This design comes from an exercise in tuning for small area, a short achievable clock period and few clock cycles per item on the open sky130 flow, not from production work.
Where RTL was checked, it was by simulation tests only, not by an equivalence proof against the original.

==> flow/design.v <==
`default_nettype none
package wqe_fetch_pkg;
    localparam int WQE_WIDTH  = 512;
    localparam int WQE_BYTES  = WQE_WIDTH / 8;
    localparam int ADDR_WIDTH = 32;
    localparam int QPID_LSB   = 328;
    localparam int QPID_WIDTH = 4;
    localparam int QPID_MSB   = QPID_LSB + QPID_WIDTH - 1;
    localparam int PAD_WIDTH  = WQE_WIDTH - QPID_MSB - 1;
    typedef logic [ADDR_WIDTH-1:0] addr_t;
    typedef union packed {
        logic [WQE_WIDTH-1:0] raw;
        struct packed {
            logic [PAD_WIDTH-1:0]  pad;
            logic [QPID_WIDTH-1:0] qpn;
            logic [QPID_LSB-1:0]   body;
        } f;
    } wqe_u;
endpackage
`default_nettype wire
`timescale 1ns/100ps
`default_nettype none
import wqe_fetch_pkg::*;
module wqe_fetch_top
#(
    parameter int MAX_QP   = 16,
    parameter int SQ_DEPTH = 4096,
    parameter int BODY     = 32          
)(
    input  logic                  clk,
    input  logic                  rst_n,
    output logic                  o_fetch_ready,
    input  logic                  i_arbit_val,
    input  logic [QPID_WIDTH-1:0] i_qp_idx,
    input  logic [MAX_QP-1:0]     i_active,
    input  logic [MAX_QP-1:0]     i_wqe_cache_alfull,
    input  logic [ADDR_WIDTH-1:0] i_sq_base,
    output logic [ADDR_WIDTH-1:0] o_axi_araddr,
    output logic                  o_axi_arvalid,
    input  logic                  i_axi_arready,
    input  logic [WQE_WIDTH-1:0]  i_axi_rdata,
    input  logic                  i_axi_rvalid,
    output logic                  o_axi_rready,
    output logic                  o_wqe_cache_wr,
    output logic [WQE_WIDTH-1:0]  o_wqe,
    input  logic [MAX_QP-1:0]     i_wqe_cache_full
);
    localparam int PI_WIDTH = $clog2(SQ_DEPTH);
    localparam int BA       = $clog2(BODY);
    localparam int OFF_LSB  = $clog2(WQE_BYTES);
    localparam int OFF_W    = ADDR_WIDTH - OFF_LSB;
    logic                  g_valid;
    logic [QPID_WIDTH-1:0] g_qp;
    logic [PI_WIDTH-1:0]   sq_pi  [MAX_QP];
    logic [MAX_QP-1:0]     pi_vld;
    logic                  ar_valid;
    logic [OFF_W-1:0]      ar_addr;
    logic                  hd_vld;
    logic [MAX_QP-1:0]     hd_sel;      
    logic [QPID_WIDTH-1:0] hd_qp;
    logic [QPID_WIDTH-1:0] body [BODY];
    logic [BA:0]           bwp;
    logic [BA:0]           brp;
    logic                  req_ok_q;
    logic                  fr_a;
    logic                  grant;
    logic                  xfer;
    logic                  ar_fire;
    logic                  push;
    logic                  body_empty;   
    logic                  body_full;    
    logic                  to_head;
    logic [PI_WIDTH-1:0]   cur_pi;
    logic [QPID_WIDTH-1:0] hd_nxt;
    function automatic logic [OFF_W-1:0] prefix_add(input logic [OFF_W-1:0] a,
                                                    input logic [OFF_W-1:0] b);
        logic [OFF_W-1:0] g;
        logic [OFF_W-1:0] p;
        logic [OFF_W-1:0] gg;
        logic [OFF_W-1:0] pp;
        g  = a & b;
        p  = a ^ b;
        gg = g;
        pp = p;
        for (int l = 1; l < OFF_W; l = l * 2)
            for (int i = 0; i < OFF_W; i++)
                if ((i / l) % 2 == 1)
                begin
                    gg[i] = gg[i] | (pp[i] & gg[(i / l) * l - 1]);
                    pp[i] = pp[i] & pp[(i / l) * l - 1];
                end
        prefix_add = p ^ {gg[OFF_W-2:0], 1'b0};
    endfunction
    assign xfer          = g_valid & ~body_full & (~ar_valid | i_axi_arready);
    assign o_fetch_ready = fr_a | (req_ok_q & ~body_full & i_axi_arready);
    logic                  req_ok;
    logic                  g_valid_d;
    logic                  ar_valid_d;
    logic [BA:0]           bwp_d;
    logic [BA:0]           brp_d;
    logic                  body_full_d;
    logic                  body_empty_d;
    assign req_ok      = (|i_active) & ~(&i_wqe_cache_alfull);
    assign g_valid_d   = grant | (g_valid & ~xfer);
    assign ar_valid_d  = xfer | (ar_valid & ~ar_fire);
    assign bwp_d       = bwp + (BA+1)'(xfer & ~to_head);
    assign brp_d       = brp + (BA+1)'(push & ~body_empty);
    assign body_full_d  = (bwp_d == {~brp_d[BA], brp_d[BA-1:0]});
    assign body_empty_d = (bwp_d == brp_d);
    assign grant         = i_arbit_val & o_fetch_ready;
    assign ar_fire       = ar_valid & i_axi_arready;
    assign cur_pi        = pi_vld[g_qp] ? sq_pi[g_qp] : '0;
    assign to_head       = ~hd_vld | (push & body_empty);
    always_ff @(posedge clk or negedge rst_n)
    begin
        if (!rst_n)
        begin
            g_valid  <= 1'b0;
            pi_vld   <= '0;
            ar_valid <= 1'b0;
            hd_vld   <= 1'b0;
            bwp      <= '0;
            brp      <= '0;
            req_ok_q <= 1'b0;
            fr_a     <= 1'b0;
            body_full  <= 1'b0;
            body_empty <= 1'b1;
        end
        else
        begin
            req_ok_q <= req_ok;
            fr_a     <= req_ok & (~g_valid_d | (~body_full_d & ~ar_valid_d));
            body_full  <= body_full_d;
            body_empty <= body_empty_d;
            if (grant)
                g_valid <= 1'b1;
            else if (xfer)
                g_valid <= 1'b0;
            if (xfer)
                pi_vld[g_qp] <= 1'b1;
            if (xfer)
                ar_valid <= 1'b1;
            else if (ar_fire)
                ar_valid <= 1'b0;
            if (xfer)
                hd_vld <= 1'b1;
            else if (push & body_empty)
                hd_vld <= 1'b0;
            bwp <= bwp_d;
            brp <= brp_d;
        end
    end
    always_ff @(posedge clk)
    begin
        if (grant)
            g_qp <= i_qp_idx;
        if (xfer)
        begin
            sq_pi[g_qp] <= cur_pi + 1'b1;
            ar_addr <= prefix_add(i_sq_base[ADDR_WIDTH-1:OFF_LSB], OFF_W'({g_qp, cur_pi}));
        end
        if (xfer & ~to_head)
            body[bwp[BA-1:0]] <= g_qp;
        if ((xfer & to_head) | push)
        begin
            hd_sel <= MAX_QP'(1) << hd_nxt;
        end
    end
    assign o_axi_arvalid = ar_valid;
    assign o_axi_araddr  = {ar_addr, i_sq_base[OFF_LSB-1:0]};
    assign hd_nxt = (xfer & to_head) ? g_qp : body[brp[BA-1:0]];
    always_comb
    begin
        hd_qp = '0;
        for (int q = 0; q < MAX_QP; q++)
            if (hd_sel[q])
                hd_qp = hd_qp | QPID_WIDTH'(q);
    end
    assign o_wqe_cache_wr = i_axi_rvalid & hd_vld;
    assign o_axi_rready   = ~|(i_wqe_cache_full & hd_sel);
    assign push           = o_wqe_cache_wr & o_axi_rready;
    assign o_wqe          = {{PAD_WIDTH{1'b0}}, hd_qp, i_axi_rdata[QPID_LSB-1:0]};
endmodule
`default_nettype wire
clock: 8.0 ns
lec_check: 0
cap_margin: 0
core_area: 10 10 410 410
die_area: 0 0 420 420
setup_slack_margin: 4.2
slew_margin: 0
standard.sh (not shown) runs the stock make flow with config.mk's settings and CLKGATE_MAP_FILE= SYNTH_SCRIPT=/design/flow/synth_recipe.tcl, a recipe that flattens the netlist after the stock synthesis.
==> flow/flow/run.sh <==
#!/bin/bash
# Standard layout with four changes: port buffers are buf_1, constant outputs share
# tie cells through per-port buffers (flow/ties.tcl), o_axi_rready gets a shallow
# cone of its own (flow/rready.tcl), and CTS adds no dummy loads.
set -euo pipefail
here=$(pwd)
export BUFFER_PORTS_ARGS="-buffer_cell sky130_fd_sc_hd__buf_1"
export POST_GLOBAL_PLACE_TCL=$here/flow/ties.tcl
export POST_FLOORPLAN_TCL=$here/flow/rready.tcl
export CTS_ARGS="-sink_clustering_enable -repair_clock_nets -dont_use_dummy_load -buf_list {sky130_fd_sc_hd__clkbuf_4 sky130_fd_sc_hd__clkbuf_8} -sink_clustering_size 10 -sink_clustering_max_diameter 50"
bash standard.sh > standard.log 2>&1
Other scripts of this flow, unchanged in this note and not shown: flow/flow/rready.tcl, flow/flow/ties.tcl
Change:
--- a/flow/design.v
+++ b/flow/design.v
@@ -49,8 +49,9 @@
     localparam int BA       = $clog2(BODY);
     localparam int OFF_LSB  = $clog2(WQE_BYTES);
     localparam int OFF_W    = ADDR_WIDTH - OFF_LSB;
     logic                  g_valid;
+    logic [MAX_QP-1:0]     g_sel;       
     logic [QPID_WIDTH-1:0] g_qp;
     logic [PI_WIDTH-1:0]   sq_pi  [MAX_QP];
     logic [MAX_QP-1:0]     pi_vld;
     logic                  ar_valid;
@@ -108,9 +109,20 @@
     assign body_full_d  = (bwp_d == {~brp_d[BA], brp_d[BA-1:0]});
     assign body_empty_d = (bwp_d == brp_d);
     assign grant         = i_arbit_val & o_fetch_ready;
     assign ar_fire       = ar_valid & i_axi_arready;
-    assign cur_pi        = pi_vld[g_qp] ? sq_pi[g_qp] : '0;
+    always_comb
+    begin
+        cur_pi = '0;
+        g_qp   = '0;
+        for (int q = 0; q < MAX_QP; q++)
+        begin
+            if (g_sel[q] & pi_vld[q])
+                cur_pi = cur_pi | sq_pi[q];
+            if (g_sel[q])
+                g_qp = g_qp | QPID_WIDTH'(q);
+        end
+    end
     assign to_head       = ~hd_vld | (push & body_empty);
     always_ff @(posedge clk or negedge rst_n)
     begin
         if (!rst_n)
@@ -136,9 +148,9 @@
                 g_valid <= 1'b1;
             else if (xfer)
                 g_valid <= 1'b0;
             if (xfer)
-                pi_vld[g_qp] <= 1'b1;
+                pi_vld <= pi_vld | g_sel;
             if (xfer)
                 ar_valid <= 1'b1;
             else if (ar_fire)
                 ar_valid <= 1'b0;
@@ -152,12 +164,14 @@
     end
     always_ff @(posedge clk)
     begin
         if (grant)
-            g_qp <= i_qp_idx;
+            g_sel <= MAX_QP'(1) << i_qp_idx;
+        for (int q = 0; q < MAX_QP; q++)
+            if (xfer & g_sel[q])
+                sq_pi[q] <= cur_pi + 1'b1;
         if (xfer)
         begin
-            sq_pi[g_qp] <= cur_pi + 1'b1;
             ar_addr <= prefix_add(i_sq_base[ADDR_WIDTH-1:OFF_LSB], OFF_W'({g_qp, cur_pi}));
         end
         if (xfer & ~to_head)
             body[bwp[BA-1:0]] <= g_qp;
Result: The new run completed with no timing, DRC or antenna violations. Die area is unchanged. Register-to-register slack gets better by 530 ps. Sequential share of layout area came out higher by 1.7 points. Setup slack gets better by 300 ps. Maximum frequency came out higher by a little under a tenth. Area after synthesis came out higher slightly. Via count came out higher by about a fifth. Utilization came out lower by 0.11 points.
Testbench counts after the change, summed over its fixed seeds: cycles 11,267, items 8,000.
The RTL of the first run of this note was laid out without a check of its function.

## re-timing with driven ports
In the flow no input, the clock included, has a driving cell. The finished layouts below were timed again as built, in two steps. Step 1 sets driving cells, clkbuf_16 on the clock port and buf_2 on the other inputs (assumed; they add their load-dependent delay and slew). Step 2 adds t to the input delays and takes it off the output delays; t is the mean of the earliest and latest rising clock arrival at the registers after step 1. Input paths then give back, and output paths get back, about the clock's delay inside the block. Slacks: ideal ports / drivers / drivers and shift; pairs: ideal ports / drivers.
run | t (ns) | slack for setup (ns) | clock arrival spread, ns | worst register clock-pin slew, ns | cell pins on the clock port's net
the first run | 0.629 | 3.753 / 3.753 / 3.606 | 0.104 / 0.103 | 0.08 / 0.08 | 1
the second run | 0.659 | 4.052 / 4.005 / 3.544 | 0.074 / 0.073 | 0.08 / 0.08 | 1
After both steps setup and hold are still met in every run listed. For the second run, which loses most, drivers alone change the setup slack by -0.047 ns; drivers and shift together by -0.508 ns.
